Background: an optimization exercise with open tools, aiming at small area, a short achievable clock period and few clock cycles. Do not read the settings as production practice. Where RTL was checked, it was by simulation tests only, not by an equivalence proof against the original. The RTL of runs 1 to 4 was laid out without a check of its function. Power is estimated from default activity; no workload was simulated.

==> design.v <==
`default_nettype none
package vaddr_pkg;
  localparam int unsigned AddrWidth = 32;
  typedef logic [AddrWidth-1:0] addr_t;
  localparam int unsigned VlWidth = 16;
  typedef logic [VlWidth-1:0] vlen_t;
  typedef logic signed [AddrWidth-1:0] stride_t;
  localparam int unsigned PageBits = 12;
  localparam int unsigned MaxBurstBeats = 256;
  typedef enum logic [1:0] {
    EW8  = 2'd0,
    EW16 = 2'd1,
    EW32 = 2'd2,
    EW64 = 2'd3
  } vew_e;
  typedef enum logic [1:0] {
    OP_VLE  = 2'd0,
    OP_VSE  = 2'd1,
    OP_VLSE = 2'd2,
    OP_VSSE = 2'd3
  } vop_e;
  typedef struct packed {
    addr_t   addr;
    vlen_t   len;
    stride_t stride;
    vew_e    vew;
    logic    is_load;
    logic    is_burst;
  } mem_req_t;
  typedef struct packed {
    addr_t      addr;
    logic [7:0] len;
    logic [2:0] size;
    logic       is_load;
  } lsu_req_t;
  localparam int unsigned MemReqBits = 2 * AddrWidth + VlWidth + 4;
  localparam int unsigned LsuReqBits = AddrWidth + 12;
endpackage
`default_nettype wire
`timescale 1ns/1ps
`default_nettype none
module vaddr_fifo #(
  parameter int unsigned Depth = 4,
  parameter int unsigned Width = 1
) (
  input  logic clk_i,
  input  logic rst_ni,
  input  logic push_i,
  input  logic [Width-1:0] data_i,
  output logic full_o,
  input  logic pop_i,
  output logic [Width-1:0] data_o,
  output logic empty_o
);
  localparam int unsigned PtrWidth = (Depth > 1) ? $clog2(Depth) : 1;
  localparam int unsigned CntWidth = $clog2(Depth + 1);
  logic [Width-1:0]    mem_q [Depth];
  logic [PtrWidth-1:0] wr_ptr_q;
  logic [PtrWidth-1:0] rd_ptr_q;
  logic [CntWidth-1:0] count_q;
  logic                do_push;
  logic                do_pop;
  function automatic logic [PtrWidth-1:0] ptr_inc(logic [PtrWidth-1:0] ptr);
    if (ptr == PtrWidth'(Depth - 1)) begin
      ptr_inc = '0;
    end else begin
      ptr_inc = ptr + PtrWidth'(1);
    end
  endfunction
  assign full_o  = (count_q == CntWidth'(Depth));
  assign empty_o = (count_q == '0);
  assign do_push = push_i && !full_o;
  assign do_pop  = pop_i && !empty_o;
  assign data_o = mem_q[rd_ptr_q];
  always_ff @(posedge clk_i or negedge rst_ni) begin
    if (!rst_ni) begin
      wr_ptr_q <= '0;
      rd_ptr_q <= '0;
      count_q  <= '0;
    end else begin
      if (do_push) begin
        wr_ptr_q <= ptr_inc(wr_ptr_q);
      end
      if (do_pop) begin
        rd_ptr_q <= ptr_inc(rd_ptr_q);
      end
      case ({do_push, do_pop})
        2'b10:   count_q <= count_q + CntWidth'(1);
        2'b01:   count_q <= count_q - CntWidth'(1);
        default: count_q <= count_q;
      endcase
    end
  end
  always_ff @(posedge clk_i) begin
    if (do_push) begin
      mem_q[wr_ptr_q] <= data_i;
    end
  end
endmodule
`default_nettype wire
module vaddr_add32 (
  input  logic [31:0] a,
  input  logic [31:0] b,
  output logic [31:0] s
);
  logic [31:0] p, g;
  logic [7:0]  bp, bg;    
  logic [7:0]  bc;        
  assign p = a ^ b;
  assign g = a & b;
  for (genvar k = 0; k < 8; k++) begin : g_blk
    assign bp[k] = &p[4*k +: 4];
    assign bg[k] = g[4*k+3] | (p[4*k+3] & (g[4*k+2] | (p[4*k+2] & (g[4*k+1] | (p[4*k+1] & g[4*k])))));
  end
  logic [7:0] G1, P1, G2, P2, G3;
  always_comb begin
    G1 = bg; P1 = bp;
    for (int k = 1; k < 8; k += 2) begin
      G1[k] = bg[k] | (bp[k] & bg[k-1]);
      P1[k] = bp[k] & bp[k-1];
    end
    G2 = G1; P2 = P1;
    for (int k = 3; k < 8; k += 4) begin
      G2[k] = G1[k] | (P1[k] & G1[k-2]);
      P2[k] = P1[k] & P1[k-2];
    end
    G3 = G2;
    G3[7] = G2[7] | (P2[7] & G2[3]);
    G3[5] = G2[5] | (P2[5] & G2[3]);
    G3[2] = G2[2] | (bp[2] & G2[1]);
    G3[4] = G2[4] | (bp[4] & G2[3]);
    G3[6] = G2[6] | (bp[6] & G3[5]);
  end
  assign bc = {G3[6:0], 1'b0};
  for (genvar k = 0; k < 8; k++) begin : g_rip
    logic [4:0] c;
    assign c[0] = bc[k];
    for (genvar i = 0; i < 4; i++) begin : g_bit
      assign c[i+1] = g[4*k+i] | (p[4*k+i] & c[i]);
      assign s[4*k+i] = p[4*k+i] ^ c[i];
    end
  end
endmodule
`timescale 1ns/1ps
`default_nettype none
module vaddr_req_decode (
  input  logic                clk_i,
  input  logic                rst_ni,
  input  logic                req_valid_i,
  output logic                req_ready_o,
  input  vaddr_pkg::vop_e     req_op_i,
  input  vaddr_pkg::addr_t    req_addr_i,
  input  vaddr_pkg::vlen_t    req_len_i,
  input  vaddr_pkg::stride_t  req_stride_i,
  input  vaddr_pkg::vew_e     req_vew_i,
  output logic                ack_o,
  output logic                ack_error_o,
  input  logic                queue_full_i,
  output logic                queue_push_o,
  output vaddr_pkg::mem_req_t queue_data_o
);
  logic                busy_q;
  vaddr_pkg::mem_req_t entry_q;
  logic                accept;
  assign req_ready_o = !busy_q;
  assign accept      = req_valid_i && req_ready_o;
  always_ff @(posedge clk_i or negedge rst_ni) begin
    if (!rst_ni) begin
      busy_q <= 1'b0;
    end else if (accept) begin
      busy_q <= 1'b1;
    end else if (ack_o) begin
      busy_q <= 1'b0;
    end
  end
  always_ff @(posedge clk_i) begin
    if (accept) begin
      entry_q.addr     <= req_addr_i;
      entry_q.len      <= req_len_i;
      entry_q.stride   <= req_stride_i;
      entry_q.vew      <= req_vew_i;
      entry_q.is_load  <= (req_op_i == vaddr_pkg::OP_VLE) ||
                          (req_op_i == vaddr_pkg::OP_VLSE);
      entry_q.is_burst <= (req_op_i == vaddr_pkg::OP_VLE) ||
                          (req_op_i == vaddr_pkg::OP_VSE);
    end
  end
  vaddr_pkg::addr_t align_mask;
  logic             misaligned;
  logic             zero_len;
  logic             reject;
  assign align_mask = (vaddr_pkg::addr_t'(1) << entry_q.vew) - vaddr_pkg::addr_t'(1);
  assign misaligned = |(entry_q.addr & align_mask);
  assign zero_len   = (entry_q.len == '0);
  assign reject = misaligned || zero_len;
  assign queue_push_o = busy_q && !reject && !queue_full_i;
  assign queue_data_o = entry_q;
  assign ack_o       = busy_q && (reject || !queue_full_i);
  assign ack_error_o = busy_q && misaligned;
endmodule
`default_nettype wire
`timescale 1ns/1ps
`default_nettype none
module vaddr_burst_split #(
  parameter int unsigned BusBytes = 8
) (
  input  logic                 clk_i,
  input  logic                 rst_ni,
  input  logic                 req_empty_i,
  input  vaddr_pkg::mem_req_t  req_data_i,
  output logic                 req_pop_o,
  output logic                 ar_valid_o,
  input  logic                 ar_ready_i,
  output vaddr_pkg::addr_t     ar_addr_o,
  output logic [7:0]           ar_len_o,
  output logic [2:0]           ar_size_o,
  output logic                 aw_valid_o,
  input  logic                 aw_ready_i,
  output vaddr_pkg::addr_t     aw_addr_o,
  output logic [7:0]           aw_len_o,
  output logic [2:0]           aw_size_o,
  input  logic                 lsu_full_i,
  input  logic                 lsu_empty_i,
  input  logic                 lsu_head_is_load_i,
  output logic                 lsu_push_o,
  output vaddr_pkg::lsu_req_t  lsu_data_o
);
  localparam int unsigned ByteOff = $clog2(BusBytes);
  localparam vaddr_pkg::addr_t BeatMask  = vaddr_pkg::addr_t'(BusBytes - 1);
  localparam vaddr_pkg::addr_t BurstSpan =
    vaddr_pkg::addr_t'(vaddr_pkg::MaxBurstBeats * BusBytes);
  typedef enum logic [1:0] {
    ST_IDLE,
    ST_BOUNDS,
    ST_REQ
  } state_e;
  state_e              state_q;
  vaddr_pkg::mem_req_t cur_q;
  vaddr_pkg::addr_t    aligned_start_q;
  vaddr_pkg::addr_t    aligned_end_q;
  vaddr_pkg::addr_t    next_start_q;
  vaddr_pkg::addr_t consumed_bytes;
  vaddr_pkg::addr_t consumed_elems;
  vaddr_pkg::addr_t next_addr;
  vaddr_pkg::vlen_t next_len;
  vaddr_pkg::addr_t bnd_addr;
  vaddr_pkg::vlen_t bnd_len;
  vaddr_pkg::addr_t bnd_bytes;
  vaddr_pkg::addr_t last_byte;
  vaddr_pkg::addr_t page_end;
  vaddr_pkg::addr_t burst_end;
  vaddr_pkg::addr_t end_sel;
  assign consumed_bytes = next_start_q - cur_q.addr;
  assign consumed_elems = consumed_bytes >> cur_q.vew;
  always_comb begin
    if (cur_q.is_burst) begin
      next_addr = next_start_q;
      if (consumed_elems >= vaddr_pkg::addr_t'(cur_q.len)) begin
        next_len = '0;
      end else begin
        next_len = cur_q.len - vaddr_pkg::vlen_t'(consumed_elems);
      end
    end else begin
      next_addr = cur_q.addr + vaddr_pkg::addr_t'(cur_q.stride);
      next_len  = cur_q.len - vaddr_pkg::vlen_t'(1);
    end
  end
  assign bnd_addr = (state_q == ST_REQ) ? next_addr : cur_q.addr;
  assign bnd_len  = (state_q == ST_REQ) ? next_len : cur_q.len;
  assign bnd_bytes = vaddr_pkg::addr_t'(bnd_len) << cur_q.vew;
  assign last_byte = bnd_addr + bnd_bytes - vaddr_pkg::addr_t'(1);
  assign page_end  = {bnd_addr[vaddr_pkg::AddrWidth-1:vaddr_pkg::PageBits],
                      {vaddr_pkg::PageBits{1'b1}}};
  assign burst_end = (bnd_addr & ~BeatMask) + BurstSpan - vaddr_pkg::addr_t'(1);
  always_comb begin
    end_sel = last_byte;
    if (page_end < end_sel) begin
      end_sel = page_end;
    end
    if (burst_end < end_sel) begin
      end_sel = burst_end;
    end
  end
  logic             dir_ok;
  logic             ax_valid;
  logic             ax_ready;
  logic             xfer;
  vaddr_pkg::addr_t beat_span;
  logic [7:0]       ax_len;
  logic [2:0]       ax_size;
  assign dir_ok   = lsu_empty_i || (lsu_head_is_load_i == cur_q.is_load);
  assign ax_valid = (state_q == ST_REQ) && dir_ok && !lsu_full_i;
  assign ax_ready = cur_q.is_load ? ar_ready_i : aw_ready_i;
  assign xfer     = ax_valid && ax_ready;
  assign beat_span = (aligned_end_q - aligned_start_q) >> ByteOff;
  assign ax_len    = cur_q.is_burst ? beat_span[7:0] : 8'd0;
  assign ax_size   = cur_q.is_burst ? 3'(ByteOff) : {1'b0, cur_q.vew};
  assign ar_valid_o = ax_valid && cur_q.is_load;
  assign ar_addr_o  = cur_q.addr;
  assign ar_len_o   = ax_len;
  assign ar_size_o  = ax_size;
  assign aw_valid_o = ax_valid && !cur_q.is_load;
  assign aw_addr_o  = cur_q.addr;
  assign aw_len_o   = ax_len;
  assign aw_size_o  = ax_size;
  assign lsu_push_o         = xfer;
  assign lsu_data_o.addr    = cur_q.addr;
  assign lsu_data_o.len     = ax_len;
  assign lsu_data_o.size    = ax_size;
  assign lsu_data_o.is_load = cur_q.is_load;
  assign req_pop_o = (state_q == ST_IDLE) && !req_empty_i;
  always_ff @(posedge clk_i or negedge rst_ni) begin
    if (!rst_ni) begin
      state_q <= ST_IDLE;
    end else begin
      case (state_q)
        ST_IDLE:   if (req_pop_o) state_q <= ST_BOUNDS;
        ST_BOUNDS: state_q <= ST_REQ;
        ST_REQ:    if (xfer && (next_len == '0)) state_q <= ST_IDLE;
        default:   state_q <= ST_IDLE;
      endcase
    end
  end
  always_ff @(posedge clk_i) begin
    if (req_pop_o) begin
      cur_q <= req_data_i;
    end else if (xfer) begin
      cur_q.addr <= next_addr;
      cur_q.len  <= next_len;
    end
    if ((state_q == ST_BOUNDS) || xfer) begin
      aligned_start_q <= bnd_addr & ~BeatMask;
      aligned_end_q   <= end_sel & ~BeatMask;
      next_start_q    <= (end_sel & ~BeatMask) + vaddr_pkg::addr_t'(BusBytes);
    end
  end
endmodule
`default_nettype wire
`timescale 1ns/1ps
`default_nettype none
module vaddr_gen #(
  parameter int unsigned BusBytes = 8
) (
  input  logic               clk_i,
  input  logic               rst_ni,
  input  logic               req_valid_i,
  output logic               req_ready_o,
  input  vaddr_pkg::vop_e    req_op_i,
  input  vaddr_pkg::addr_t   req_addr_i,
  input  vaddr_pkg::vlen_t   req_len_i,
  input  vaddr_pkg::stride_t req_stride_i,
  input  vaddr_pkg::vew_e    req_vew_i,
  output logic               ack_o,
  output logic               ack_error_o,
  output logic               ar_valid_o,
  input  logic               ar_ready_i,
  output vaddr_pkg::addr_t   ar_addr_o,
  output logic [7:0]         ar_len_o,
  output logic [2:0]         ar_size_o,
  output logic               aw_valid_o,
  input  logic               aw_ready_i,
  output vaddr_pkg::addr_t   aw_addr_o,
  output logic [7:0]         aw_len_o,
  output logic [2:0]         aw_size_o,
  output logic               lsu_valid_o,
  input  logic               lsu_ready_i,
  output vaddr_pkg::addr_t   lsu_addr_o,
  output logic [7:0]         lsu_len_o,
  output logic [2:0]         lsu_size_o,
  output logic               lsu_is_load_o
);
  logic             w_valid_q;
  vaddr_pkg::addr_t w_a_q;
  logic [15:0]      w_r_q;
  vaddr_pkg::addr_t w_stride_q;
  logic [1:0]       w_vew_q;
  logic             w_load_q;
  logic             w_burst_q;
  logic take;
  logic in_misal;
  logic in_good;
  logic ready_q;
  assign req_ready_o = ready_q;
  assign take        = req_valid_i && !w_valid_q;
  assign in_misal = |(req_addr_i[2:0] & ((3'd1 << req_vew_i) - 3'd1));
  assign in_good  = !in_misal && (req_len_i != '0);
  logic ack_q;
  logic ack_err_q;
  always_ff @(posedge clk_i or negedge rst_ni) begin
    if (!rst_ni) begin
      ack_q <= 1'b0;
    end else begin
      ack_q <= take;
    end
  end
  always_ff @(posedge clk_i) begin
    ack_err_q <= in_misal;
  end
  assign ack_o       = ack_q;
  assign ack_error_o = ack_err_q;
  logic [11:0] room_bytes;
  logic [11:0] room_elems;
  logic [15:0] step;
  logic [10:0] tail_span;
  logic [7:0]  lim;
  logic        w_last;
  logic [7:0]  len_b;
  assign room_bytes = w_a_q[11] ? (~w_a_q[11:0] + 12'd1) : (12'h800 - {9'd0, w_a_q[2:0]});
  assign room_elems = room_bytes >> w_vew_q;
  assign step       = w_burst_q ? {4'd0, room_elems} : 16'd1;
  assign w_last     = (w_r_q <= step);
  assign lim       = w_a_q[11] ? ~w_a_q[10:3] : 8'hFF;
  assign tail_span = (w_r_q[10:0] << w_vew_q) + {8'd0, w_a_q[2:0]} - 11'd1;
  assign len_b     = w_last ? tail_span[10:3] : lim;
  logic             o_valid_q;
  logic             o_done_q;    
  vaddr_pkg::addr_t o_a_q;
  logic [7:0]       o_len_q;
  logic [1:0]       o_size_q;
  logic             o_load_q;
  logic             l_valid_q;
  vaddr_pkg::addr_t l_a_q;
  logic [7:0]       l_len_q;
  logic [1:0]       l_size_q;
  logic             l_load_q;
  logic ar_valid_q;
  logic aw_valid_q;
  logic dir_ok;
  logic ax_valid;
  logic hs;
  logic l_take;
  logic l_push;
  logic o_free;
  assign dir_ok   = !l_valid_q || (l_load_q == o_load_q);
  assign ax_valid = o_valid_q && !o_done_q && dir_ok;
  assign hs       = (ar_valid_q && ar_ready_i) || (aw_valid_q && aw_ready_i);
  assign l_take   = !l_valid_q || lsu_ready_i;
  assign l_push   = o_valid_q && (o_done_q || hs) && l_take;
  assign o_free   = !o_valid_q || l_push;
  logic w_valid_n;
  logic o_valid_n;
  logic o_done_n;
  logic o_load_n;
  logic l_valid_n;
  logic l_load_n;
  logic dir_ld_n;
  logic dir_st_n;
  assign w_valid_n = !w_valid_q ? (take && in_good) : !(o_free && w_last);
  assign o_valid_n = o_free ? w_valid_q : o_valid_q;
  assign o_done_n  = !o_free && (o_done_q || hs);
  assign o_load_n  = o_free ? w_load_q : o_load_q;
  assign l_valid_n = l_take ? l_push : l_valid_q;
  assign l_load_n  = l_push ? o_load_q : l_load_q;
  assign dir_ld_n  = !l_valid_n || l_load_n;
  assign dir_st_n  = !l_valid_n || !l_load_n;
  assign ar_valid_o = ar_valid_q;
  assign ar_addr_o  = o_a_q;
  assign ar_len_o   = o_len_q;
  assign ar_size_o  = {1'b0, o_size_q};
  assign aw_valid_o = aw_valid_q;
  assign aw_addr_o  = o_a_q;
  assign aw_len_o   = o_len_q;
  assign aw_size_o  = {1'b0, o_size_q};
  assign lsu_valid_o   = l_valid_q;
  assign lsu_addr_o    = l_a_q;
  assign lsu_len_o     = l_len_q;
  assign lsu_size_o    = {1'b0, l_size_q};
  assign lsu_is_load_o = l_load_q;
  always_ff @(posedge clk_i or negedge rst_ni) begin
    if (!rst_ni) begin
      w_valid_q  <= 1'b0;
      o_valid_q  <= 1'b0;
      o_done_q   <= 1'b0;
      l_valid_q  <= 1'b0;
      ar_valid_q <= 1'b0;
      aw_valid_q <= 1'b0;
    end else begin
      w_valid_q  <= w_valid_n;
      o_valid_q  <= o_valid_n;
      o_done_q   <= o_done_n;
      l_valid_q  <= l_valid_n;
      ar_valid_q <= o_valid_n && !o_done_n && o_load_n && dir_ld_n;
      aw_valid_q <= o_valid_n && !o_done_n && !o_load_n && dir_st_n;
    end
  end
  always_ff @(posedge clk_i or negedge rst_ni) begin
    if (!rst_ni) begin
      ready_q <= 1'b1;
    end else begin
      ready_q <= !w_valid_n;
    end
  end
  always_ff @(posedge clk_i) begin
    if (!w_valid_q) begin
      w_a_q      <= req_addr_i;
      w_r_q      <= req_len_i;
      w_stride_q <= req_stride_i;
      w_vew_q    <= req_vew_i;
      w_load_q   <= !req_op_i[0];
      w_burst_q  <= !req_op_i[1];
    end else if (o_free) begin
      w_r_q <= w_r_q - step;
      if (w_burst_q) begin
        w_a_q <= w_a_q[11] ? {w_a_q[31:12] + 20'd1, 12'd0}
                           : {w_a_q[31:12], 1'b1, w_a_q[10:3], 3'd0};
      end else begin
        w_a_q <= w_a_q + w_stride_q;
      end
    end
    if (o_free) begin
      o_a_q    <= w_a_q;
      o_len_q  <= w_burst_q ? len_b : 8'd0;
      o_size_q <= w_burst_q ? 2'd3 : w_vew_q;
      o_load_q <= w_load_q;
    end
    if (l_push) begin
      l_a_q    <= o_a_q;
      l_len_q  <= o_len_q;
      l_size_q <= o_size_q;
      l_load_q <= o_load_q;
    end
  end
endmodule
`default_nettype wire
==> flow/run.sh <==
#!/bin/bash
# The standard layout (standard.sh) with three changes to how it is made:
#  - timing repair aims at 10.5 ns of setup slack, so the achieved period is short;
#  - ports are buffered with buf_1 instead of the default delay buffer;
#  - the clock tree uses clkbuf_8 and no dummy loads.
# Everything else, the synthesis included, is the standard flow. The make output goes to
# flow_make.log; ORFS's own per-step logs stay under orfs/logs.
set -euo pipefail
bash standard.sh \
  SETUP_SLACK_MARGIN=10.5 \
  "BUFFER_PORTS_ARGS=-buffer_cell sky130_fd_sc_hd__buf_1" \
  "CTS_ARGS=-sink_clustering_enable -repair_clock_nets -buf_list sky130_fd_sc_hd__clkbuf_8 -root_buf sky130_fd_sc_hd__clkbuf_8 -dont_use_dummy_load" \
  finish > flow_make.log 2>&1
==> standard.sh <==
#!/bin/bash
# synth_recipe.tcl (not shown) runs the flow's synth.tcl, then flattens the netlist and writes it again
# the make line also repeats each setting of config.mk as NAME=value (left out here)
make -C /OpenROAD-flow-scripts/flow DESIGN_CONFIG=/design/flow/config.mk WORK_HOME=/design/flow/orfs CLKGATE_MAP_FILE= SYNTH_SCRIPT=/design/flow/synth_recipe.tcl "${@:-finish}"
==> config.mk <==
export PLATFORM = sky130hd
export DESIGN_NAME = vaddr_gen
export DESIGN_NICKNAME = vaddr_gen
export VERILOG_FILES = /design/flow/design.v
export SDC_FILE = /design/flow/constraint.sdc
export NUM_CORES = 4
export LEC_CHECK = 0
export CAP_MARGIN = 20
export CORE_MARGIN = 2
export CORE_UTILIZATION = 40
export SLEW_MARGIN = 20
==> constraint.sdc <==
create_clock -name core_clock -period 15.0 [get_ports {clk_i}]
set_input_delay 3.0000 -clock core_clock [delete_from_list [all_inputs] [get_ports {clk_i}]]
set_output_delay 3.0000 -clock core_clock [all_outputs]
set_load 0.01 [all_outputs]
==> results of run 1 <==
## stage by stage
stage	std cells	power [mW]	worst slack (ns)	utilization	instance area (um2)
2_1_floorplan	931	2.19	9.69	-	10300
3_3_place_gp	1417	2.57	9.17	0.444	11200
3_5_place_dp	1417	2.59	9.12	0.444	11200
4_1_cts	1444	2.89	10.38	0.458	11500
5_1_grt	1450	3.18	10.48	0.465	11700
6_report	1450	2.95	10.52	0.465	11700
## critical path: cells and delay by family
family | cells | cell delay [ns]
buf+inv | 3 | 0.77
simple gates | 3 | 0.40
compound gates | 1 | 0.32
## layout make-up
cell class	instances	area, um2	area share
sequential	179	5310	0.453
timing repair inverter	2	12.5	0.00107
multi-input combinational	646	4590	0.392
inverter	36	139	0.0119
timing repair buffer	240	1010	0.0864
tap	330	413	0.0353
clock buffer	17	234	0.0200
## metal layers
layer  global-route usage  vias to the layer above  share of wire
met1                0.292                     3748           0.47
met2                0.301                      317           0.45
met5                    0                        -              0
met4               0.0606                        0          0.018
met3               0.0295                       36          0.066
li1                     -                     3803              -
## repair_timing
action / in CTS / in global routing
buffers inserted: 6 / 4
pin swaps: 0 / 6
hold endpoints to repair: 0 / 0
setup endpoints to repair: 103 / 96
hold buffers: 0 / 0
cloned: 4 / 2
gates resized for setup: 7 / 23
## placed cells by master (no fill, tap or decap), types with 27 or more instances in the layout
master,count
xnor2_1,40
nand2_1,73
xor2_1,28
nand3_1,27
inv_1,32
edfxtp_1,168
buf_1,222
nor2_1,62
ha_1,54
a21oi_1,66
o21ai_0,52
## where the power goes
| part | internal, mW | switching (mW) |
|---|---|---|
| combinational | 0.660 | 0.950 |
| sequential | 0.878 | 0.212 |
| clock | 0.101 | 0.154 |
## registers in the layout (all words and copies together) (netlist names), 8 cells and up
register and flops:
l_a_q 32, o_a_q 32, w_a_q 32, w_stride_q 32
w_r_q 16, l_len_q 8, o_len_q 8
## kinds of logic after synthesis
group	after synthesis
compound gates	245
simple gates	240
fa+ha+maj	58
buf+inv	109
xor+xnor	69
mux	28
other cells	1
flops	179
## path summary, 6_finish.rpt
check | from | endpoint | slack [ns] | cells past startpoint
max reg2reg | w_a_q[1] | o_len_q[0] | 10.65 | 15
max | ar_ready_i | o_a_q[3] | 10.52 | 7
min in group asynchronous | rst_ni | l_valid_q | 2.51 | 1
min | o_a_q[7] | l_a_q[7] | 0.48 | 0
min reg2reg | o_a_q[7] | l_a_q[7] | 0.48 | 0
max in group asynchronous | rst_ni | w_valid_q | 12.07 | 1
==> flow_summary.toml, run 1 <==
[place]
dp_hpwl_mm = 20.2
port_buffers = 222
place_congestion = 0.878

[clocking]
cts_tree = "yes"
h-tree-depth = 4
cts_buffer_depth = 2
cts_buffers = 17
cts.sinks = 179
clkTransAtPathRegs_ns = 0.09
clock_latency_ns = 0.46
root_buffer = "clkbuf_8"

[sta]
fin_crit_sh = 0.299
drv_slew = 0
finalCriticalPeriod_ns = 4.48
slew_headroom = 0.294
finClkSkew_ns = 0.0440
setup-tns-final_ns = 0
hold_viol_final = 0
rsz0062_at_grt = "true"
max_freq_mhz = 223
tightest_slew_ns = 1.06
hold_ws_ns = 0.480
setup_viol = 0

[logic_synthesis]
synth_top_family_by_area = "compound AO/OA/AOI/OAI gates"
syn_inst = 929
synthAdderAreaFrac = 0.0720
ys_types = 69
synth_seq_cells = 179
async_flop_share = 0.0447
synth-compound-area-share = 0.153
syn_area_um2 = 10300
synthSimpleGateAreaFrac = 0.112
synth.area.top_cells = "edfxtp_1, ha_1, a21oi_1, xnor2_1, buf_4"
synth_ff_type = "edfxtp_1"
yosysTopAreaCellShare = 0.491
synth_area_per_cell_um2 = 11.1
synth_edf_count = 168
synth_xor_area_frac = 0.0602
post-synth-top-area-cell = "edfxtp_1"
synth_mux_area_frac = 0.0302
ys_seq_area_frac = 0.516
synthTopCellsByCount = "edfxtp_1, nand2_1, a21oi_1"
yosysMostFrequentCell = "edfxtp_1"
yosysWarnings = 1

[flow_run]
maxCapViolCount = 0

[drt]
detail-route-antenna-nets = 0
avgRoutedWirePerCell_um = 19.1
vias_per_cell = 5.45
detail_route.iter0.violations = 513
drc_errors = 0
dr.pass1.iters = 5
drt_wl_total_mm = 27.6
vias = 7904

[layout]
area_delta_synth_final_pct = 13.8
fillers = 2371
fin_nets = 1270
drive_above_1_share = 0.0911
antenna_cells = 0

[global_routing]
grt-ovfl-total = 0
antenna_found_initial = 0
grtUsageTotal = 0.198
grt_pass1_wl_mm = 40.1
grt_max_degree = 68
grt_pass1_vias = 7046

[setup_path]
arrival_ns = 4.50
start_kind = "input port"
endpoint_kind = "flip-flop"
slowest_delay_ns = 0.52
cp_cell_sequence = "buf_1 > a221o_1 > nand2_2 > nor2_4 > buf_12 > nor2b_4 > clkinvlp_2"
worstSetupPathType = "input port to flip-flop"
crit_path_max_fanout = 22
critical_path.slowest_cell = "clkinvlp_2"
worstPathRequired_ns = 15.02

[floorplan]
rows = 58
die_w_um = 164
dieArea_um2 = 27000
initial_utilization = 0.408
ios = 226
die-height_um = 164
coreArea_um2 = 25200

[pwr]
leakage_nw = 4.15
vdd_drop_max_mv = 0.103
cellPowerDensity_nw_per_um2 = 252

[status]
outcome = "timing/DRC/antenna clean"

[hold_path]
hold_class = "flip-flop to flip-flop"
==> inputs of run 2 (changes only) <==
--- a/design.v
+++ b/design.v
@@ -373,4 +373,5 @@
   vaddr_pkg::addr_t w_a_q;
   logic [15:0]      w_r_q;
+  logic             w_fresh_q;
   vaddr_pkg::addr_t w_stride_q;
   logic [1:0]       w_vew_q;
@@ -402,14 +403,20 @@
   logic [11:0] room_elems;
   logic [15:0] step;
+  logic [16:0] r_diff;
+  logic [10:0] tail_add;
   logic [10:0] tail_span;
   logic [7:0]  lim;
   logic        w_last;
   logic [7:0]  len_b;
+  vaddr_pkg::addr_t stride_sum;
+  vaddr_add32 u_add (.a(w_a_q), .b(w_stride_q), .s(stride_sum));
   assign room_bytes = w_a_q[11] ? (~w_a_q[11:0] + 12'd1) : (12'h800 - {9'd0, w_a_q[2:0]});
   assign room_elems = room_bytes >> w_vew_q;
   assign step       = w_burst_q ? {4'd0, room_elems} : 16'd1;
-  assign w_last     = (w_r_q <= step);
+  assign r_diff     = {1'b0, w_r_q} + {1'b1, ~step} + {16'd0, !w_fresh_q};
+  assign w_last     = r_diff[16];
   assign lim       = w_a_q[11] ? ~w_a_q[10:3] : 8'hFF;
-  assign tail_span = (w_r_q[10:0] << w_vew_q) + {8'd0, w_a_q[2:0]} - 11'd1;
+  assign tail_add  = w_fresh_q ? ({8'd0, w_a_q[2:0]} - 11'd1) : {8'd0, (3'd1 << w_vew_q) - 3'd1};
+  assign tail_span = (w_r_q[10:0] << w_vew_q) + tail_add;
   assign len_b     = w_last ? tail_span[10:3] : lim;
   logic             o_valid_q;
@@ -495,4 +502,5 @@
       w_a_q      <= req_addr_i;
       w_r_q      <= req_len_i;
+      w_fresh_q  <= 1'b1;
       w_stride_q <= req_stride_i;
       w_vew_q    <= req_vew_i;
@@ -500,10 +508,11 @@
       w_burst_q  <= !req_op_i[1];
     end else if (o_free) begin
-      w_r_q <= w_r_q - step;
+      w_r_q     <= r_diff[15:0];
+      w_fresh_q <= 1'b0;
       if (w_burst_q) begin
         w_a_q <= w_a_q[11] ? {w_a_q[31:12] + 20'd1, 12'd0}
                            : {w_a_q[31:12], 1'b1, w_a_q[10:3], 3'd0};
       end else begin
-        w_a_q <= w_a_q + w_stride_q;
+        w_a_q <= stride_sum;
       end
     end
==> flow_summary.toml, run 2 <==
[status]
outcome = "timing/DRC/antenna clean"

[setup_path]
endpoint_kind = "flip-flop"
worstPathRequired_ns = 15.21
slowest_delay_ns = 0.49
crit_path_max_fanout = 5
cpLargestDelayFamily = "simple AND/OR/NAND/NOR gates"
cp_cell_sequence = "buf_4 > inv_2 > ha_4 > or4b_4 > or4_4 > xnor2_2 > a21oi_2 > nand2_1 > a32oi_1 > ha_2 > a2111o_1 > o2111ai_2 > a31oi_4 > or3b_4 > o211a_1"
worstSetupPathType = "flip-flop to flip-flop"
critical_path.slowest_cell = "or4b_4"
start_kind = "flip-flop"
timing.critical_path.buf_inv = 2
arrival_ns = 4.71

[pwr]
switching_share = 0.420
vdd_drop_max_mv = 0.130
cellPowerDensity_nw_per_um2 = 235
internal-power_mw = 1.55
combPwrFrac = 0.504
power_frac_clock = 0.095
leakage_nw = 4.11
p_sw_mw = 1.12
p_seq_frac = 0.401

[clocking]
cts.sinks = 180
clkTransAtPathRegs_ns = 0.08
postCtsHoldBufs = 0
clock_latency_ns = 0.47
cts_buffers = 17
root_buffer = "clkbuf_8"
cts_tree = "yes"
h-tree-depth = 4
cts_buffer_depth = 2

[floorplan]
die_w_um = 161
dieArea_um2 = 26000
die-height_um = 161
coreArea_um2 = 24300
ios = 226
initial_utilization = 0.407
rows = 57

[sta]
hold_viol_final = 0
setup-tns-final_ns = 0
setup_viol = 0
fin_crit_sh = 0.300
rsz0062_at_grt = "true"
slew_headroom = 0.270
hold_ws_ns = 0.470
tightest_slew_ns = 1.09
max_freq_mhz = 222
finClkSkew_ns = 0.0265
drv_slew = 0
finalCriticalPeriod_ns = 4.51

[drt]
vias = 6891
vias_per_cell = 5.19
detail_route.iter0.violations = 480
drc_errors = 0
drt_wl_total_mm = 24.7
dr.pass1.iters = 5
avgRoutedWirePerCell_um = 18.6
detail-route-antenna-nets = 0

[global_routing]
grtUsageTotal = 0.190
grt-ovfl-total = 0
grt_pass1_wl_mm = 37.2
grt_max_degree = 58
grt_pass1_vias = 6420
antenna_found_initial = 0

[logic_synthesis]
yosysWarnings = 2
synthTopCellsByCount = "edfxtp_1, nand2_1, ha_1"
yosysTopAreaCellShare = 0.510
synth.area.top_cells = "edfxtp_1, ha_1, fa_1, buf_4, xnor2_1"
post-synth-top-area-cell = "edfxtp_1"
async_flop_share = 0.0444
ys_types = 68
synth_ff_type = "edfxtp_1"
synth_edf_count = 168
syn_area_um2 = 9890
syn_inst = 796
yosysMostFrequentCell = "edfxtp_1"
ys_seq_area_frac = 0.538
synth_seq_cells = 180
synth_area_per_cell_um2 = 12.4

[layout]
drive_above_1_share = 0.111
final_common_cell = "buf_1"
area_delta_synth_final_pct = 15.1
final_cell_mix = "buf_1, edfxtp_1, nand2_1"
fin_nets = 1169
fillers = 2262

[place]
place_congestion = 0.831
dp_hpwl_mm = 17.0
port_buffers = 222

[hold_path]
hold_class = "flip-flop to flip-flop"

[flow_run]
maxCapViolCount = 0
[run 2: cell count changes in the layout (fill, tap and decap cells not counted), sizes merged, moves of 8 or more]
cell,previous run,this run
a21o,19,11
xnor2,40,25
inv,33,43
a21oi,71,40
nand2,79,56
buf,239,253
nor2,64,47
mux2,21,7
o21ai,62,32
nand4,12,4
ha,56,48
o2bb2ai,1,9
fa,2,26
[run 2: logic make-up (layout without fill, tap and decap cells)]
kind of cell / count (synthesis) / in the layout / synth area share
adder cells (fa/ha/maj): 74 / 74 / 0.113
XOR/XNOR: 49 / 49 / 0.0434
AO/OA/AOI/OAI: 171 / 172 / 0.121
AND/OR/NAND/NOR: 184 / 186 / 0.0886
buffers and inverters: 115 / 317 / 0.0632
flip-flops: 180 / 180 / 0.538
other: 1 / 4 / 0.000379
multiplexers: 22 / 22 / 0.0320
[run 2: worst reg2reg max path: cells and delay by family (launching register included)]
family,cells,cell delay [ns]
buffers and inverters,2,0.23
xor gates and xnor gates,1,0.17
adders and majority gates,2,0.46
and+or+nand+nor,4,1.50
AOI/OAI and AO/OA,6,1.50
DFF,1,0.41
[run 2: power groups by stage]
| stage | registers, mW | clock network, mW | logic [mW] |
|---|---|---|---|
| after floorplan | 1.08 | 0 | 0.894 |
| after global placement | 1.08 | 0 | 1.18 |
| after detailed placement | 1.09 | 0 | 1.20 |
| after CTS | 1.08 | 0.263 | 1.32 |
| after global routing | 1.11 | 0.280 | 1.50 |
| final | 1.07 | 0.255 | 1.35 |
[run 2: path summary, 6_finish.rpt]
check	to	cells past startpoint	slack (ns)	from
max	o_len_q[0]	15	10.49	w_a_q[0]
min	l_size_q[1]	0	0.47	o_size_q[1]
max reg2reg	o_len_q[0]	15	10.49	w_a_q[0]
min reg2reg	l_size_q[1]	0	0.47	o_size_q[1]
max in group asynchronous	ready_q	1	12.19	rst_ni
min in group asynchronous	o_done_q	1	2.45	rst_ni
[run 2: layer usage]
metal | up-vias | share of wire | GRT usage | wire length [um]
met4 | 0 | 0.011 | 0.0511 | 276
met3 | 19 | 0.053 | 0.0303 | 1300
li1 | 3308 | - | - | -
met2 | 235 | 0.46 | 0.293 | 11300
met5 | - | 0 | 0 | 0
met1 | 3329 | 0.48 | 0.281 | 11800
[run 2: timing repair]
action                                  4_1_cts  5_1_grt
gates resized for setup                      20       23
pin swaps                                    10       28
endpoints found under the setup margin      105       35
setup buffers                                19        6
gates cloned                                  6        0
[run 2: stage by stage]
| step | util | cells | cell area [um2] | setup WS (ns) | total power, mW |
|---|---|---|---|---|---|
| floorplan | - | 798 | 9940 | 9.95 | 1.97 |
| global placement | 0.443 | 1279 | 10800 | 9.28 | 2.27 |
| detailed placement | 0.443 | 1279 | 10800 | 9.21 | 2.29 |
| CTS | 0.464 | 1321 | 11300 | 10.46 | 2.66 |
| global route | 0.468 | 1327 | 11400 | 10.39 | 2.88 |
| finish | 0.468 | 1328 | 11400 | 10.49 | 2.67 |
[run 2: cell type report]
type / instances / area, um2 / share of cell area
flip-flops and latches: 180 / 5330 / 0.468
repair inverters: 3 / 22.5 / 0.00198
inverters: 44 / 169 / 0.0148
repair buffers: 253 / 1100 / 0.0968
diodes: 1 / 2.50 / 0.000220
well taps: 324 / 405 / 0.0356
multi-input cells: 506 / 4130 / 0.362
clock buffers: 17 / 234 / 0.0205
==> inputs of run 3 (changes only) <==
--- a/design.v
+++ b/design.v
@@ -371,7 +371,7 @@
 );
   logic             w_valid_q;
+  logic             w_skip_q;
   vaddr_pkg::addr_t w_a_q;
   logic [15:0]      w_r_q;
-  logic             w_fresh_q;
   vaddr_pkg::addr_t w_stride_q;
   logic [1:0]       w_vew_q;
@@ -403,6 +403,4 @@
   logic [11:0] room_elems;
   logic [15:0] step;
-  logic [16:0] r_diff;
-  logic [10:0] tail_add;
   logic [10:0] tail_span;
   logic [7:0]  lim;
@@ -414,10 +412,23 @@
   assign room_elems = room_bytes >> w_vew_q;
   assign step       = w_burst_q ? {4'd0, room_elems} : 16'd1;
-  assign r_diff     = {1'b0, w_r_q} + {1'b1, ~step} + {16'd0, !w_fresh_q};
-  assign w_last     = r_diff[16];
+  assign w_last     = (w_r_q <= step);
   assign lim       = w_a_q[11] ? ~w_a_q[10:3] : 8'hFF;
-  assign tail_add  = w_fresh_q ? ({8'd0, w_a_q[2:0]} - 11'd1) : {8'd0, (3'd1 << w_vew_q) - 3'd1};
-  assign tail_span = (w_r_q[10:0] << w_vew_q) + tail_add;
+  assign tail_span = (w_r_q[10:0] << w_vew_q) + {8'd0, w_a_q[2:0]} - 11'd1;
   assign len_b     = w_last ? tail_span[10:3] : lim;
+  logic        in_burst;
+  logic [11:0] in_room_bytes;
+  logic [11:0] in_room_elems;
+  logic        in_last;
+  logic [10:0] in_tail_span;
+  logic [7:0]  in_lim;
+  logic [7:0]  in_len;
+  assign in_burst      = !req_op_i[1];
+  assign in_room_bytes = req_addr_i[11] ? (~req_addr_i[11:0] + 12'd1)
+                                        : (12'h800 - {9'd0, req_addr_i[2:0]});
+  assign in_room_elems = in_room_bytes >> req_vew_i;
+  assign in_last       = in_burst ? (req_len_i <= {4'd0, in_room_elems}) : (req_len_i == 16'd1);
+  assign in_lim        = req_addr_i[11] ? ~req_addr_i[10:3] : 8'hFF;
+  assign in_tail_span  = (req_len_i[10:0] << req_vew_i) + {8'd0, req_addr_i[2:0]} - 11'd1;
+  assign in_len        = !in_burst ? 8'd0 : (in_last ? in_tail_span[10:3] : in_lim);
   logic             o_valid_q;
   logic             o_done_q;    
@@ -439,4 +450,5 @@
   logic l_push;
   logic o_free;
+  logic direct;
   assign dir_ok   = !l_valid_q || (l_load_q == o_load_q);
   assign ax_valid = o_valid_q && !o_done_q && dir_ok;
@@ -445,4 +457,5 @@
   assign l_push   = o_valid_q && (o_done_q || hs) && l_take;
   assign o_free   = !o_valid_q || l_push;
+  assign direct   = take && in_good && o_free;
   logic w_valid_n;
   logic o_valid_n;
@@ -453,8 +466,9 @@
   logic dir_ld_n;
   logic dir_st_n;
-  assign w_valid_n = !w_valid_q ? (take && in_good) : !(o_free && w_last);
-  assign o_valid_n = o_free ? w_valid_q : o_valid_q;
+  assign w_valid_n = !w_valid_q ? (take && in_good && !(o_free && in_last))
+                               : (w_skip_q || !(o_free && w_last));
+  assign o_valid_n = o_free ? (w_valid_q ? !w_skip_q : direct) : o_valid_q;
   assign o_done_n  = !o_free && (o_done_q || hs);
-  assign o_load_n  = o_free ? w_load_q : o_load_q;
+  assign o_load_n  = o_free ? (w_valid_q ? w_load_q : !req_op_i[0]) : o_load_q;
   assign l_valid_n = l_take ? l_push : l_valid_q;
   assign l_load_n  = l_push ? o_load_q : l_load_q;
@@ -502,12 +516,12 @@
       w_a_q      <= req_addr_i;
       w_r_q      <= req_len_i;
-      w_fresh_q  <= 1'b1;
       w_stride_q <= req_stride_i;
       w_vew_q    <= req_vew_i;
       w_load_q   <= !req_op_i[0];
       w_burst_q  <= !req_op_i[1];
-    end else if (o_free) begin
-      w_r_q     <= r_diff[15:0];
-      w_fresh_q <= 1'b0;
+      w_skip_q   <= o_free;
+    end else if (w_skip_q || o_free) begin
+      w_skip_q <= 1'b0;
+      w_r_q <= w_r_q - step;
       if (w_burst_q) begin
         w_a_q <= w_a_q[11] ? {w_a_q[31:12] + 20'd1, 12'd0}
@@ -518,8 +532,15 @@
     end
     if (o_free) begin
-      o_a_q    <= w_a_q;
-      o_len_q  <= w_burst_q ? len_b : 8'd0;
-      o_size_q <= w_burst_q ? 2'd3 : w_vew_q;
-      o_load_q <= w_load_q;
+      if (w_valid_q) begin
+        o_a_q    <= w_a_q;
+        o_len_q  <= w_burst_q ? len_b : 8'd0;
+        o_size_q <= w_burst_q ? 2'd3 : w_vew_q;
+        o_load_q <= w_load_q;
+      end else begin
+        o_a_q    <= req_addr_i;
+        o_len_q  <= in_len;
+        o_size_q <= in_burst ? 2'd3 : req_vew_i;
+        o_load_q <= !req_op_i[0];
+      end
     end
     if (l_push) begin
==> flow_summary.toml, run 3 <==
[status]
outcome = "timing/DRC/antenna clean"

[setup_path]
cp_cell_sequence = "buf_8 > or3_4 > nor2_2 > nand2_2 > nand2b_1 > a32o_2 > mux2i_2 > a22oi_2 > ha_1 > nand4_1 > or4_4 > o21ai_4 > a31o_4 > mux2i_1 > o22ai_1"
endpoint_kind = "flip-flop"
worstSetupPathType = "input port to flip-flop"
timing.critical_path.buf_inv = 1
critical_path.slowest_cell = "or4_4"
worstPathRequired_ns = 15.18
start_kind = "input port"
cpLargestDelayFamily = "simple AND/OR/NAND/NOR gates"
slowest_delay_ns = 0.45
arrival_ns = 6.05
crit_path_max_fanout = 5

[sta]
finClkSkew_ns = 0.0370
drv_slew = 0
max_freq_mhz = 170
worst_slack_ns = 9.13
tightest_slew_ns = 0.868
hold_viol_final = 0
slew_headroom = 0.421
rsz0062_at_grt = "true"
setup-tns-final_ns = 0
fin_crit_sh = 0.391
setup_viol = 0
finalCriticalPeriod_ns = 5.87

[layout]
design_area_um2 = 13400
area_delta_synth_final_pct = 15.3
fin_nets = 1475
final_cell_mix = "buf_1, edfxtp_1, nand2_1"
final_common_cell = "buf_1"
drive_above_1_share = 0.131

[logic_synthesis]
async_flop_share = 0.0444
syn_area_um2 = 11600
synthAdderAreaFrac = 0.122
synth_seq_cells = 180
synth.area.top_cells = "edfxtp_1, ha_1, fa_1, a21oi_1, mux2i_1"
syn_inst = 1096
yosysTopAreaCellShare = 0.433
synth_ff_type = "edfxtp_1"
post-synth-top-area-cell = "edfxtp_1"
synth_edf_count = 168
yosysMostFrequentCell = "edfxtp_1"
synth_mux_area_frac = 0.0561
ys_seq_area_frac = 0.457
yosysWarnings = 2
synthSimpleGateAreaFrac = 0.120
synth-compound-area-share = 0.139
synth_xor_area_frac = 0.0421
synthTopCellsByCount = "edfxtp_1, nand2_1, a21oi_1"
ys_types = 65
synth_area_per_cell_um2 = 10.6
synth_top_family_by_area = "compound AO/OA/AOI/OAI gates"

[drt]
vias = 8824
detail-route-antenna-nets = 0
drc_errors = 0
dr.pass1.iters = 5
avgRoutedWirePerCell_um = 18.5
drt_wl_total_mm = 30.9
detail_route.iter0.violations = 540
vias_per_cell = 5.29

[global_routing]
grt_max_degree = 54
grtUsageMet2 = 0.338
globalRouteMet1Util = 0.271
grt_pass1_wl_mm = 47.4
antenna_found_initial = 1
grt_busiest_layer = "met2"
grt_pass1_vias = 8652
grt-ovfl-total = 0
grtUsageMet3 = 0.0270
grtUsageTotal = 0.200

[pwr]
power_frac_clock = 0.082
p_seq_frac = 0.367
switching_share = 0.440
cellPowerDensity_nw_per_um2 = 233
leakage_nw = 5.05
p_sw_mw = 1.38
combPwrFrac = 0.551
vdd_drop_max_mv = 0.0992
internal-power_mw = 1.75

[clocking]
h-tree-depth = 4
cts_tree = "yes"
cts_buffer_depth = 2
postCtsHoldBufs = 0
cts_buffers = 17
clkTransAtPathRegs_ns = 0.09
root_buffer = "clkbuf_8"
clock_latency_ns = 0.47
cts.sinks = 180

[place]
dp_hpwl_mm = 22.4
place_congestion = 0.888
port_buffers = 222
placed_cell_area_um2 = 12600
pre_cts_slack_ns = 8.44

[flow_run]
maxCapViolCount = 0

[floorplan]
die_w_um = 175
coreArea_um2 = 28700
rows = 62
die-height_um = 175
initial_utilization = 0.406
dieArea_um2 = 30500
ios = 226

[hold_path]
hold_class = "flip-flop to flip-flop"
[run 3: cell count changes after synthesis, moves of 16 or more]
| cell | previous run | this run |
|---|---|---|
| mux2_2 | 7 | 26 |
| a21o_1 | 11 | 27 |
| nor2b_1 | 10 | 27 |
| o21ai_0 | 31 | 71 |
| a21oi_1 | 40 | 75 |
| nor2_1 | 47 | 66 |
| nand2_1 | 56 | 90 |
| mux2i_1 | 8 | 36 |
| ha_1 | 48 | 74 |
| inv_1 | 44 | 68 |
[run 3: power by group through the flow]
stage                     Combinational [mW]  Clock, mW  Sequential (mW)
final                                   1.72      0.256             1.15
after global placement                  1.61          0             1.15
after CTS                               1.69      0.266             1.15
after floorplan                         1.24          0             1.13
after detailed placement                1.64          0             1.16
after global routing                    1.93      0.283             1.19
[run 3: metrics by stage]
stage	util	hold slack, ns	instances	total power [mW]
after floorplan	-	0.437	1098	2.38
after global placement	0.439	0.458	1629	2.77
after detailed placement	0.439	0.464	1629	2.80
after CTS	0.461	0.476	1663	3.11
after global routing	0.468	0.477	1669	3.40
final	0.468	0.478	1669	3.12
[run 3: cells by family after synthesis]
| logic type | count (synthesis) |
|---|---|
| AO/OA/AOI/OAI | 259 |
| XOR/XNOR | 56 |
| adder cells (fa/ha/maj) | 99 |
| buffers and inverters | 148 |
| flip-flops | 180 |
| multiplexers | 62 |
| other | 1 |
| AND/OR/NAND/NOR | 291 |
[run 3: final timing paths]
kind                       cells after the start    endpoint           from  slack (ns)
setup / recovery                              15  o_len_q[0]  req_addr_i[6]        9.13
hold / removal                                 0    l_a_q[2]       o_a_q[2]        0.48
setup reg to reg                              19  o_len_q[0]       w_a_q[1]       10.40
hold reg to reg                                0    l_a_q[2]       o_a_q[2]        0.48
max in group asynchronous                      1   w_valid_q         rst_ni       12.16
min in group asynchronous                      1   o_valid_q         rst_ni        2.45
[run 3: metal layers]
| layer | part of all wire | wire length [um] |
|---|---|---|
| met1 | 0.46 | 14100 |
| met2 | 0.48 | 15000 |
| met3 | 0.041 | 1260 |
| met4 | 0.019 | 575 |
| met5 | 0 | 0 |
[run 3: layout make-up]
type                            instances  area [um2]
Antenna cell                            1        2.50
Clock buffer                           17         234
Fill cell                            2773       15300
Inverter                               68         263
Multi-Input combinational cell        771        5950
Sequential cell                       180        5330
Tap cell                              384         480
Timing Repair Buffer                  247        1150
Timing Repair inverter                  1        7.51
[run 3: timing repair]
item,CTS,global route
setup buffers,14,4
pin swaps,14,25
cloned,3,1
endpoints found under the setup margin,48,89
resized for setup,57,40
==> inputs of run 4 (changes only) <==
--- a/design.v
+++ b/design.v
@@ -372,4 +372,5 @@
   logic             w_valid_q;
   logic             w_skip_q;
+  logic             w_bh_q;
   vaddr_pkg::addr_t w_a_q;
   logic [15:0]      w_r_q;
@@ -412,5 +413,5 @@
   assign room_elems = room_bytes >> w_vew_q;
   assign step       = w_burst_q ? {4'd0, room_elems} : 16'd1;
-  assign w_last     = (w_r_q <= step);
+  assign w_last     = w_burst_q ? (w_r_q <= step) : (w_r_q == (w_bh_q ? 16'd2 : 16'd1));
   assign lim       = w_a_q[11] ? ~w_a_q[10:3] : 8'hFF;
   assign tail_span = (w_r_q[10:0] << w_vew_q) + {8'd0, w_a_q[2:0]} - 11'd1;
@@ -520,5 +521,6 @@
       w_load_q   <= !req_op_i[0];
       w_burst_q  <= !req_op_i[1];
-      w_skip_q   <= o_free;
+      w_skip_q   <= o_free && !req_op_i[1];
+      w_bh_q     <= o_free && req_op_i[1];
     end else if (w_skip_q || o_free) begin
       w_skip_q <= 1'b0;
@@ -533,5 +535,5 @@
     if (o_free) begin
       if (w_valid_q) begin
-        o_a_q    <= w_a_q;
+        o_a_q    <= w_bh_q ? stride_sum : w_a_q;
         o_len_q  <= w_burst_q ? len_b : 8'd0;
         o_size_q <= w_burst_q ? 2'd3 : w_vew_q;
==> flow_summary.toml, run 4 <==
[status]
outcome = "timing/DRC/antenna clean"

[setup_path]
critical_path.slowest_cell = "or3_4"
cpLargestDelayFamily = "simple AND/OR/NAND/NOR gates"
slowest_delay_ns = 0.40
reg2reg_depth = 19
arrival_ns = 6.21
start_kind = "input port"
crit_path_max_fanout = 8
cp_cell_sequence = "buf_12 > nor4_4 > nand2_2 > or3_4 > nor2_4 > xnor2_2 > a21oi_2 > a21oi_2 > buf_4 > mux2i_1 > ha_1 > nand4_1 > nor2_2 > a2111oi_4 > a311oi_2 > buf_4 > buf_8 > mux2i_1 > o22ai_1"
worstSetupPathType = "input port to flip-flop"
endpoint_kind = "flip-flop"
timing.critical_path.buf_inv = 4
cp_num_cells = 19
worstPathRequired_ns = 15.19

[flow_run]
maxCapViolCount = 0

[floorplan]
ios = 226
die_w_um = 178
initial_utilization = 0.407
coreArea_um2 = 29700
die-height_um = 178
dieArea_um2 = 31600
rows = 63

[pwr]
internal-power_mw = 1.80
power_frac_clock = 0.082
p_sw_mw = 1.47
switching_share = 0.449
leakage_nw = 5.20
p_seq_frac = 0.350
cellPowerDensity_nw_per_um2 = 237
vdd_drop_max_mv = 0.0993
power_mw = 3.27
combPwrFrac = 0.568

[layout]
final_common_cell = "buf_1"
final_cell_mix = "buf_1, edfxtp_1, nand2_1"
area_delta_synth_final_pct = 14.2
drive_above_1_share = 0.135
fin_nets = 1536
final_cells = 1736

[logic_synthesis]
synth_top_family_by_area = "compound AO/OA/AOI/OAI gates"
ys_seq_area_frac = 0.443
syn_inst = 1159
synth_ff_type = "edfxtp_1"
synth_edf_count = 169
syn_area_um2 = 12100
yosysWarnings = 2
synthSimpleGateAreaFrac = 0.127
synthAdderAreaFrac = 0.118
yosysTopAreaCellShare = 0.420
synth_area_per_cell_um2 = 10.4
async_flop_share = 0.0442
synth-compound-area-share = 0.138
synth_mux_area_frac = 0.0647
synth.area.top_cells = "edfxtp_1, ha_1, fa_1, mux2i_1, o21ai_0"
yosysMostFrequentCell = "edfxtp_1"
synth_xor_area_frac = 0.0442
post-synth-top-area-cell = "edfxtp_1"
synthTopCellsByCount = "edfxtp_1, nand2_1, o21ai_0"
ys_types = 76
synth_seq_cells = 181

[sta]
finClkSkew_ns = 0.0377
fin_crit_sh = 0.401
finalCriticalPeriod_ns = 6.02
setup_viol = 0
drv_slew = 0
hold_viol_final = 0
setup-tns-final_ns = 0
max_freq_mhz = 166
tightest_slew_ns = 0.934
rsz0062_at_grt = "true"
slew_headroom = 0.377

[drt]
detail-route-antenna-nets = 0
detail_route.iter0.violations = 694
vias_per_cell = 5.43
dr.pass1.iters = 5
drc_errors = 0
avgRoutedWirePerCell_um = 19.8
drt_wl_total_mm = 34.4
vias = 9425

[place]
place_congestion = 0.853
port_buffers = 222
dp_cells = 1690
dp_hpwl_mm = 24.6

[clocking]
postCtsHoldBufs = 0
cts_buffer_depth = 2
h-tree-depth = 4
clkTransAtPathRegs_ns = 0.08
cts_tree = "yes"
cts_buffers = 17
root_buffer = "clkbuf_8"
cts.sinks = 181
clock_latency_ns = 0.49

[hold_path]
hold_class = "flip-flop to flip-flop"
min_path_cells = 0

[global_routing]
grt_pass1_vias = 9013
grt_max_degree = 77
grtUsageTotal = 0.217
grt-ovfl-total = 0
antenna_found_initial = 1
grt_pass1_wl_mm = 51.6
==> run 4: area by class of cell <==
| class | count | area (um2) |
|---|---|---|
| inverter | 67 | 263 |
| antenna | 1 | 2.50 |
| tap | 390 | 488 |
| clock buffer | 17 | 234 |
| sequential | 181 | 5360 |
| timing repair buffer | 255 | 1170 |
| fill | 2823 | 15900 |
| multi-input combinational | 825 | 6290 |
==> run 4: worst reg2reg max path, stage by stage (launching register included) <==
cell	delay [ns]
edfxtp_1	0.43
inv_1	0.19
ha_1	0.22
nor2b_2	0.25
and2_1	0.17
xnor2_1	0.08
a21oi_1	0.26
nor2_1	0.07
a21oi_1	0.17
a21oi_1	0.11
and2_1	0.23
fa_1	0.42
nor2b_1	0.12
o21ai_0	0.09
nand2b_1	0.20
a41oi_2	0.22
o21bai_2	0.24
a31o_1	0.71
mux2i_1	0.44
o32ai_2	0.14
==> run 4: path summary, 6_finish.rpt <==
check                               from  slack, ns    endpoint
min reg2reg                    o_a_q[30]       0.48   l_a_q[30]
max                        req_addr_i[3]       8.98  o_len_q[0]
max in group asynchronous         rst_ni      12.23     ready_q
min in group asynchronous         rst_ni       2.44   l_valid_q
min                            o_a_q[30]       0.48   l_a_q[30]
max reg2reg                     w_a_q[1]       9.99  o_len_q[1]
==> run 4: logic make-up after synthesis <==
| group | after synthesis |
|---|---|
| buf+inv | 157 |
| xor+xnor | 61 |
| other cells | 1 |
| compound gates | 272 |
| flops | 181 |
| simple gates | 313 |
| fa+ha+maj | 99 |
| mux | 75 |
==> run 4: metal layers <==
metal | wire, um | global-route usage | vias up
met5 | 12 | 0 | -
met4 | 570 | 0.0652 | 2
met3 | 2110 | 0.0396 | 38
met2 | 15500 | 0.330 | 337
met1 | 16200 | 0.315 | 4515
li1 | - | - | 4533
==> run 4: power by group through the flow <==
stage	clock [mW]	combinational, mW	sequential, mW
after floorplan	0	1.23	1.14
after global placement	0	1.66	1.15
after detailed placement	0	1.67	1.16
after CTS	0.274	1.77	1.15
after global routing	0.294	2.07	1.17
final	0.268	1.86	1.14
==> run 4: stage by stage <==
stage	util	instance area (um2)	worst slack [ns]	hold slack (ns)
after detailed placement	0.437	13000	7.79	0.468
after global routing	0.465	13800	8.84	0.479
final	0.465	13800	8.98	0.478
after CTS	0.457	13600	9.03	0.478
after global placement	0.437	13000	7.89	0.458
after floorplan	-	12200	8.76	0.437
==> run 4: repair_timing <==
item	4_1_cts	5_1_grt
endpoints found under the setup margin	70	42
pin swaps	30	26
resized for setup	58	44
buffers inserted	16	8
cloned	3	1
==> inputs of run 5 (changes only) <==
--- a/design.v
+++ b/design.v
@@ -371,5 +371,4 @@
 );
   logic             w_valid_q;
-  logic             w_skip_q;
   logic             w_bh_q;
   vaddr_pkg::addr_t w_a_q;
@@ -417,19 +416,8 @@
   assign tail_span = (w_r_q[10:0] << w_vew_q) + {8'd0, w_a_q[2:0]} - 11'd1;
   assign len_b     = w_last ? tail_span[10:3] : lim;
-  logic        in_burst;
-  logic [11:0] in_room_bytes;
-  logic [11:0] in_room_elems;
-  logic        in_last;
-  logic [10:0] in_tail_span;
-  logic [7:0]  in_lim;
-  logic [7:0]  in_len;
-  assign in_burst      = !req_op_i[1];
-  assign in_room_bytes = req_addr_i[11] ? (~req_addr_i[11:0] + 12'd1)
-                                        : (12'h800 - {9'd0, req_addr_i[2:0]});
-  assign in_room_elems = in_room_bytes >> req_vew_i;
-  assign in_last       = in_burst ? (req_len_i <= {4'd0, in_room_elems}) : (req_len_i == 16'd1);
-  assign in_lim        = req_addr_i[11] ? ~req_addr_i[10:3] : 8'hFF;
-  assign in_tail_span  = (req_len_i[10:0] << req_vew_i) + {8'd0, req_addr_i[2:0]} - 11'd1;
-  assign in_len        = !in_burst ? 8'd0 : (in_last ? in_tail_span[10:3] : in_lim);
+  logic in_strided;
+  logic in_last;
+  assign in_strided = req_op_i[1];
+  assign in_last    = (req_len_i == 16'd1);
   logic             o_valid_q;
   logic             o_done_q;    
@@ -458,5 +446,5 @@
   assign l_push   = o_valid_q && (o_done_q || hs) && l_take;
   assign o_free   = !o_valid_q || l_push;
-  assign direct   = take && in_good && o_free;
+  assign direct   = take && in_good && in_strided && o_free;
   logic w_valid_n;
   logic o_valid_n;
@@ -467,7 +455,7 @@
   logic dir_ld_n;
   logic dir_st_n;
-  assign w_valid_n = !w_valid_q ? (take && in_good && !(o_free && in_last))
-                               : (w_skip_q || !(o_free && w_last));
-  assign o_valid_n = o_free ? (w_valid_q ? !w_skip_q : direct) : o_valid_q;
+  assign w_valid_n = !w_valid_q ? (take && in_good && !(direct && in_last))
+                               : !(o_free && w_last);
+  assign o_valid_n = o_free ? (w_valid_q || direct) : o_valid_q;
   assign o_done_n  = !o_free && (o_done_q || hs);
   assign o_load_n  = o_free ? (w_valid_q ? w_load_q : !req_op_i[0]) : o_load_q;
@@ -521,8 +509,6 @@
       w_load_q   <= !req_op_i[0];
       w_burst_q  <= !req_op_i[1];
-      w_skip_q   <= o_free && !req_op_i[1];
       w_bh_q     <= o_free && req_op_i[1];
-    end else if (w_skip_q || o_free) begin
-      w_skip_q <= 1'b0;
+    end else if (o_free) begin
       w_r_q <= w_r_q - step;
       if (w_burst_q) begin
@@ -541,6 +527,6 @@
       end else begin
         o_a_q    <= req_addr_i;
-        o_len_q  <= in_len;
-        o_size_q <= in_burst ? 2'd3 : req_vew_i;
+        o_len_q  <= 8'd0;
+        o_size_q <= req_vew_i;
         o_load_q <= !req_op_i[0];
       end
==> flow/run.sh (replaced) <==
#!/bin/bash
# The standard layout (standard.sh) with three changes to how it is made:
#  - timing repair aims at 10 ns of setup slack, so the achieved period is short;
#  - ports are buffered with buf_1 instead of the default delay buffer;
#  - the clock tree uses clkbuf_8 and no dummy loads.
# Everything else, the synthesis included, is the standard flow. The make output goes to
# flow_make.log; ORFS's own per-step logs stay under orfs/logs.
set -euo pipefail
bash standard.sh \
  SETUP_SLACK_MARGIN=10 \
  "BUFFER_PORTS_ARGS=-buffer_cell sky130_fd_sc_hd__buf_1" \
  "CTS_ARGS=-sink_clustering_enable -repair_clock_nets -buf_list sky130_fd_sc_hd__clkbuf_8 -root_buf sky130_fd_sc_hd__clkbuf_8 -dont_use_dummy_load" \
  finish > flow_make.log 2>&1
==> flow_summary.toml, run 5 <==
[status]
outcome = "timing/DRC/antenna clean"

[sta]
finalCriticalPeriod_ns = 4.92
rsz0062_at_grt = "true"
setup_viol = 0
slew_headroom = 0.348
tightest_slew_ns = 0.977
fin_crit_sh = 0.328
drv_slew = 0
hold_viol_final = 0
setup-tns-final_ns = 0
max_freq_mhz = 203
finClkSkew_ns = 0.0321
worst_slack_ns = 10.08

[global_routing]
grt_pass1_wl_mm = 42.0
grt_max_degree = 73
grt_pass1_vias = 7536
grt-ovfl-total = 0
grtUsageTotal = 0.194
antenna_found_initial = 0

[layout]
area_delta_synth_final_pct = 10.3
drive_above_1_share = 0.0512
final_common_cell = "buf_1"
design_area_um2 = 11800
antenna_cells = 0
final_util = 0.450
fin_nets = 1299
final_cell_mix = "buf_1, edfxtp_1, nand2_1"
fillers = 2558

[place]
port_buffers = 222
pre_cts_slack_ns = 9.21
place_congestion = 0.911
placed_cell_area_um2 = 11500
dp_hpwl_mm = 19.6

[clocking]
cts_tree = "yes"
h-tree-depth = 4
postCtsHoldBufs = 0
ctsResizeCount = 0
cts_buffers = 17
cts_buffer_depth = 2
root_buffer = "clkbuf_8"
clock_latency_ns = 0.47
clkTransAtPathRegs_ns = 0.10
cts.sinks = 180

[setup_path]
r2r_setup_slack_ns = 10.37
worstSetupPathType = "input port to flip-flop"
endpoint_kind = "flip-flop"
worstPathRequired_ns = 14.96
crit_path_max_fanout = 11
start_kind = "input port"
arrival_ns = 4.87

[pwr]
combPwrFrac = 0.552
leakage_nw = 4.22
vdd_drop_max_mv = 0.117
switching_share = 0.454
internal-power_mw = 1.74
p_sw_mw = 1.45
cellPowerDensity_nw_per_um2 = 272
p_seq_frac = 0.367
power_frac_clock = 0.081

[drt]
dr.pass1.iters = 16
vias = 7864
avgRoutedWirePerCell_um = 18.5
drt_wl_total_mm = 27.1
vias_per_cell = 5.36
detail_route.iter0.violations = 610
drc_errors = 0
detail-route-antenna-nets = 0

[logic_synthesis]
yosysWarnings = 2
post-synth-top-area-cell = "edfxtp_1"
ys_types = 74
syn_area_um2 = 10700
synth_edf_count = 168
synth_area_per_cell_um2 = 11.1
synth.area.top_cells = "edfxtp_1, ha_1, fa_1, o21ai_0, buf_4"
yosysMostFrequentCell = "edfxtp_1"
yosysTopAreaCellShare = 0.474
synth_ff_type = "edfxtp_1"
synthTopCellsByCount = "edfxtp_1, nand2_1, o21ai_0"
ys_seq_area_frac = 0.500
async_flop_share = 0.0444
syn_inst = 961
synth_seq_cells = 180

[floorplan]
die_w_um = 167
initial_utilization = 0.408
ios = 226
die-height_um = 167
dieArea_um2 = 28000
rows = 59
coreArea_um2 = 26100

[hold_path]
hold_class = "flip-flop to flip-flop"

[flow_run]
maxCapViolCount = 0
==> run 5: cell count changes after synthesis, moves of 15 or more <==
cell	previous run	this run
a21oi_1	76	47
ha_1	74	50
inv_1	66	51
mux2_2	25	10
mux2i_1	50	28
o21ai_0	90	75
==> run 5: kinds of logic (layout without fill, tap and decap cells) <==
logic type      Yosys count  in the layout  share of synthesized area
mux                      39             39                     0.0390
compound gates          232            232                      0.139
simple gates            256            256                      0.115
other cells               1              3                   0.000352
flops                   180            180                      0.500
fa+ha+maj                75             75                      0.106
xor+xnor                 44             44                     0.0362
buf+inv                 134            303                     0.0644
==> run 5: path summary, 6_finish.rpt <==
| path | start | cells after the start | to |
|---|---|---|---|
| worst min-delay path | o_a_q[22] | 0 | l_a_q[22] |
| worst max-delay path | ar_ready_i | 5 | o_a_q[27] |
| max in group asynchronous | rst_ni | 1 | w_valid_q |
| worst min register to register | o_a_q[22] | 0 | l_a_q[22] |
| worst max register to register | w_a_q[0] | 18 | w_a_q[31] |
| min in group asynchronous | rst_ni | 1 | l_valid_q |
==> run 5: timing repair <==
action | 4_1_cts | 5_1_grt
cloned | 1 | 1
setup buffers | 0 | 1
endpoints found under the setup margin | 5 | 5
==> run 5: stage by stage <==
stage / cells / hold slack, ns / power, mW
detailed placement: 1447 / 0.457 / 2.93
global route: 1467 / 0.479 / 3.47
CTS: 1465 / 0.457 / 3.20
finish: 1467 / 0.465 / 3.19
floorplan: 963 / 0.437 / 2.47
global placement: 1447 / 0.465 / 2.89
==> run 5: final cells by class <==
class | count | area, um2 | share of cell area
sequential | 180 | 5330 | 0.453
multi-input combinational | 649 | 4660 | 0.396
timing repair buffer | 230 | 893 | 0.0760
tap | 335 | 419 | 0.0357
clock buffer | 17 | 234 | 0.0199
inverter | 54 | 208 | 0.0177
timing repair inverter | 2 | 12.5 | 0.00106
==> run 5: worst max-delay path: stages <==
cell and delay (ns):
buf_1 0.07, a221o_1 0.33, nand3_1 0.18, and2_1 0.49, clkinvlp_2 0.80
==> run 5: power groups by stage <==
stage | sequential [mW] | clock [mW] | combinational [mW]
after floorplan | 1.16 | 0 | 1.31
after global placement | 1.18 | 0 | 1.71
after detailed placement | 1.18 | 0 | 1.75
after CTS | 1.17 | 0.265 | 1.76
after global routing | 1.20 | 0.283 | 1.98
final | 1.17 | 0.258 | 1.76
==> run 5: layer usage <==
| layer | vias up | GRT usage | share of wire |
|---|---|---|---|
| li1 | 3811 | - | - |
| met1 | 3738 | 0.281 | 0.48 |
| met2 | 283 | 0.298 | 0.44 |
| met3 | 32 | 0.0319 | 0.054 |
| met4 | 0 | 0.0639 | 0.024 |
| met5 | - | 0 | 0 |
Testbench counts of run 5, summed over its fixed seeds: cycles 1,962.

==> separate check: timing with driven ports <==
No port has a modelled driver above. Below, the same layouts with a new extraction and two added sets of constraints. Step 1: set_driving_cell puts a clkbuf_16 on clk_i and a buf_2 on each other input, an assumption about the parent block. Step 2 times the ports against the registers' clock, not the clock port: input delays grow and output delays shrink by t, the midpoint of the rising clock arrivals with the driver on. Three values: ideal ports, drivers, drivers and shift; two values: the first two.
| run | t (ns) | slack for setup (ns) | latest minus earliest clock arrival (ns) | slew at the worst register clock pin (ns) | cell pins on the clock port's net |
|---|---|---|---|---|---|
| run 1 | 0.488 | 10.519 / 10.541 / 10.054 | 0.047 / 0.047 | 0.11 / 0.11 | 1 |
| run 2 | 0.497 | 10.495 / 10.495 / 10.116 | 0.028 / 0.029 | 0.10 / 0.10 | 1 |
| run 3 | 0.497 | 9.128 / 9.132 / 8.635 | 0.038 / 0.038 | 0.11 / 0.11 | 1 |
| run 4 | 0.513 | 8.983 / 8.961 / 8.448 | 0.039 / 0.038 | 0.12 / 0.12 | 1 |
| run 5 | 0.492 | 10.083 / 10.106 / 9.614 | 0.036 / 0.035 | 0.11 / 0.11 | 1 |
After both steps setup and hold are still met in every run listed. For run 4, which loses most, drivers alone change the setup slack by -0.022 ns; drivers and shift together by -0.535 ns.
